Background: an optimization exercise with open tools, aiming at small area. Do not read the settings as production practice.
Only simulation tests tie the RTL to the original design; equivalence was not proved.
Power and IR drop assume default switching activity.

Setup of job 101:
// ptr_ring_router_mc
module ptr_ring_router_mc #(
  parameter int DATA_WIDTH = 128,
  parameter int NODE_NUM   = 128,
  parameter int NUM_CH     = 4,
  parameter int INJ_DEPTH  = 8,
  parameter int EJ_DEPTH   = 8
) (
  input  logic                                  clk,
  input  logic                                  rst,
  input  logic [NUM_CH-1:0]                     lastVld,
  input  logic [NUM_CH*$clog2(NODE_NUM)-1:0]    lastDestCnt,
  input  logic [NUM_CH*DATA_WIDTH-1:0]          lastDat,
  output logic [NUM_CH-1:0]                     nxtVld,
  output logic [NUM_CH*$clog2(NODE_NUM)-1:0]    nxtDestCnt,
  output logic [NUM_CH*DATA_WIDTH-1:0]          nxtDat,
  input  logic                                  l2rWr,
  input  logic [$clog2(NODE_NUM)-1:0]           l2rDest,
  input  logic [DATA_WIDTH-1:0]                 l2rDat,
  output logic                                  l2rFull,
  input  logic                                  r2lRd,
  output logic [DATA_WIDTH-1:0]                 r2lDat,
  output logic                                  r2lEmpty,
  output logic [7:0]                            dropCnt,
  output logic [15:0]                           defCnt
);
For scale: ~5300 cells after synthesis.
clock: 5.5 ns
lec_check: 0
cap_margin: 10
core_margin: 2
core_utilization: 60
slew_margin: 10
standard.sh (not shown) runs the stock make flow with config.mk's settings and CLKGATE_MAP_FILE= SYNTH_SCRIPT=/design/flow/synth_recipe.tcl, a recipe that flattens the netlist after the stock synthesis.
==> flow/flow/run.sh <==
#!/bin/bash
set -euo pipefail
cd "$(dirname "$0")/.."
rm -rf scripts_local
cp -r "$FLOW_HOME/scripts" scripts_local
cp flow/abc_area_map.script scripts_local/abc_speed.script
export SCRIPTS_DIR="$PWD/scripts_local"
export BUFFER_PORTS_ARGS="-buffer_cell sky130_fd_sc_hd__buf_1"
export CTS_ARGS="-sink_clustering_enable -repair_clock_nets -dont_use_dummy_load -buf_list {sky130_fd_sc_hd__clkbuf_8} -sink_clustering_size 17 -sink_clustering_max_diameter 55"
bash standard.sh finish > standard_flow.log 2>&1
==> flow/flow/abc_area_map.script <==
&get -n
&st
&syn2
&dch -f
&nf -a -R 1000
&mfs
&st
&dch -f
&nf -a -R 1000
&mfs
&put
Job 101 was carried through to the last stage, and its layout satisfied the timing, DRC and antenna checks.
#### Input delta (job 102 over job 101)
--- a/flow/flow/run.sh
+++ b/flow/flow/run.sh
@@ -8,3 +8,3 @@
 export BUFFER_PORTS_ARGS="-buffer_cell sky130_fd_sc_hd__buf_1"
-export CTS_ARGS="-sink_clustering_enable -repair_clock_nets -dont_use_dummy_load -buf_list {sky130_fd_sc_hd__clkbuf_8} -sink_clustering_size 17 -sink_clustering_max_diameter 55"
+export CTS_ARGS="-sink_clustering_enable -repair_clock_nets -dont_use_dummy_load -buf_list {sky130_fd_sc_hd__clkbuf_8} -sink_clustering_size 14 -sink_clustering_max_diameter 50"
 bash standard.sh finish > standard_flow.log 2>&1
Job 102 finished every step from synthesis to the final layout, and the layout passed the timing, DRC and antenna checks. Job 102 and job 101 ended up with roughly the same worst setup skew after layout. Diff job 101 -> job 102: final worst slack went up by 110 ps; detailed-routing iteration count for the pre-antenna-repair pass up 4; power per unit of standard cell area rose by about 1.1%. The run showing the smaller clock period minus final worst setup slack is job 102. Looking at job 102 and job 101, the global-route usage is a wash. Against job 101, job 102 reports a initial antenna violation count that is higher. Compared with job 101, job 102 shows a higher design internal power. Cell total after placement: job 102 vs job 101 identical. Lower fraction of the cycle the final worst path needs was reported by job 102, not job 101.


Another version of the RTL of ptr_ring_router_mc (not shown whole).
Size in the first run: about 2700 flip-flops, about 94000 um^2 of cells after synthesis.
clock: 5.5 ns
lec_check: 0
cap_margin: 10
core_margin: 2
core_utilization: 70
slew_margin: 10
==> flow/flow/run.sh <==
#!/bin/bash
set -euo pipefail
cd "$(dirname "$0")/.."
rm -rf scripts_local
cp -r "$FLOW_HOME/scripts" scripts_local
cp flow/abc_area_map.script scripts_local/abc_speed.script
export SCRIPTS_DIR="$PWD/scripts_local"
export BUFFER_PORTS_ARGS="-buffer_cell sky130_fd_sc_hd__buf_1"
export CTS_ARGS="-sink_clustering_enable -repair_clock_nets -dont_use_dummy_load -buf_list {sky130_fd_sc_hd__clkbuf_8} -sink_clustering_size 14 -sink_clustering_max_diameter 50"
bash standard.sh finish > standard_flow.log 2>&1
==> flow/flow/abc_area_map.script <==
&get -n
&st
&syn2
&dch
&nf -a -R 1000
&st
&synch2
&nf -a -R 1000
&st
&dch -f
&nf -a -R 1000
&put
The first run never finished: it broke off in I/O pin placement (3_2_place_iop).
Change:
==> flow/flow/abc_area_map.script (replaced) <==
&get -n
&st
&syn2
&dch -f
&nf -a -R 1000
&mfs
&st
&dch -f
&nf -a -R 1000
&mfs
&put
Settings changed: CORE_UTILIZATION 70 to 60.
What happened:
- Now the flow went through all stages and came out clean
- area after synthesis went down by 0.36%
- synthesized cell count went down by 4.1%
Change:
==> flow/flow/run.sh (replaced) <==
#!/bin/bash
set -euo pipefail
cd "$(dirname "$0")/.."
rm -rf scripts_local
cp -r "$FLOW_HOME/scripts" scripts_local
cp flow/abc_area_map.script scripts_local/abc_speed.script
export SCRIPTS_DIR="$PWD/scripts_local"
export BUFFER_PORTS_ARGS="-buffer_cell sky130_fd_sc_hd__buf_1"
export CTS_ARGS="-sink_clustering_enable -repair_clock_nets -dont_use_dummy_load -buf_list {sky130_fd_sc_hd__clkbuf_8} -sink_clustering_size 18 -sink_clustering_max_diameter 40"
bash standard.sh finish > standard_flow.log 2>&1
What happened: The changed run finished with timing, DRC and antenna clean. Register-to-register slack hardly moves. Total power rises by a few percent. Routed wire length rose slightly. Final area increases slightly. First-iteration DRC count hardly moves.
Change:
==> flow/flow/run.sh (replaced) <==
#!/bin/bash
set -euo pipefail
cd "$(dirname "$0")/.."
rm -rf scripts_local
cp -r "$FLOW_HOME/scripts" scripts_local
cp flow/abc_area_map.script scripts_local/abc_speed.script
export SCRIPTS_DIR="$PWD/scripts_local"
export BUFFER_PORTS_ARGS="-buffer_cell sky130_fd_sc_hd__buf_1"
export CTS_ARGS="-sink_clustering_enable -repair_clock_nets -dont_use_dummy_load -buf_list {sky130_fd_sc_hd__clkbuf_8} -sink_clustering_size 14 -sink_clustering_max_diameter 50"
bash standard.sh finish > standard_flow.log 2>&1
==> flow/flow/abc_area_map.script (replaced) <==
&get -n
&st
&syn2
&dch
&nf -a -R 1000
&st
&synch2
&nf -a -R 1000
&st
&dch -f
&nf -a -R 1000
&put
Settings changed: CAP_MARGIN 10 to 20, SLEW_MARGIN 10 to 20.
Effect: Hold slack is worse by 140 ps; cell area shrinks by 0.76%; sequential power grows by 11%; final cell count grows by 1.4%; combinational power grows by 59%; setup slack is better by 130 ps; total power grows by 13%; die area grows by 0.36%; wire length shrinks by 0.58%.

-- what the ideal ports hide --
No port has a modelled driver above. Below, the same layouts with a new extraction and two added sets of constraints.
Step 1 assumes that a clkbuf_16 drives the clock port and a buf_2 every other input.
Step 2, shift: input delay + t, output delay - t, t = (earliest + latest rising clock arrival at the registers) / 2. This alone moves slack from input paths to output paths.
Three values: ideal ports, drivers, drivers and shift; two values: the first two.
run	shift t [ns]	setup slack, ns	worst setup path after step 2
job 101	1.014	0.474 / 0.474 / -0.448	input to register
job 102	1.050	0.589 / 0.589 / -0.373	input to register
the second run of note 2	0.999	0.381 / 0.438 / -0.561	input to register
the third run of note 2	1.068	0.427 / 0.487 / -0.581	input to register
the fourth run of note 2	0.996	0.556 / 0.556 / -0.320	input to register
With both steps, setup timing fails in every run listed, where it was met with ideal ports. The setup slack of the third run of note 2, which loses most, moves by +0.060 ns with the drivers and by -1.008 ns with both steps.
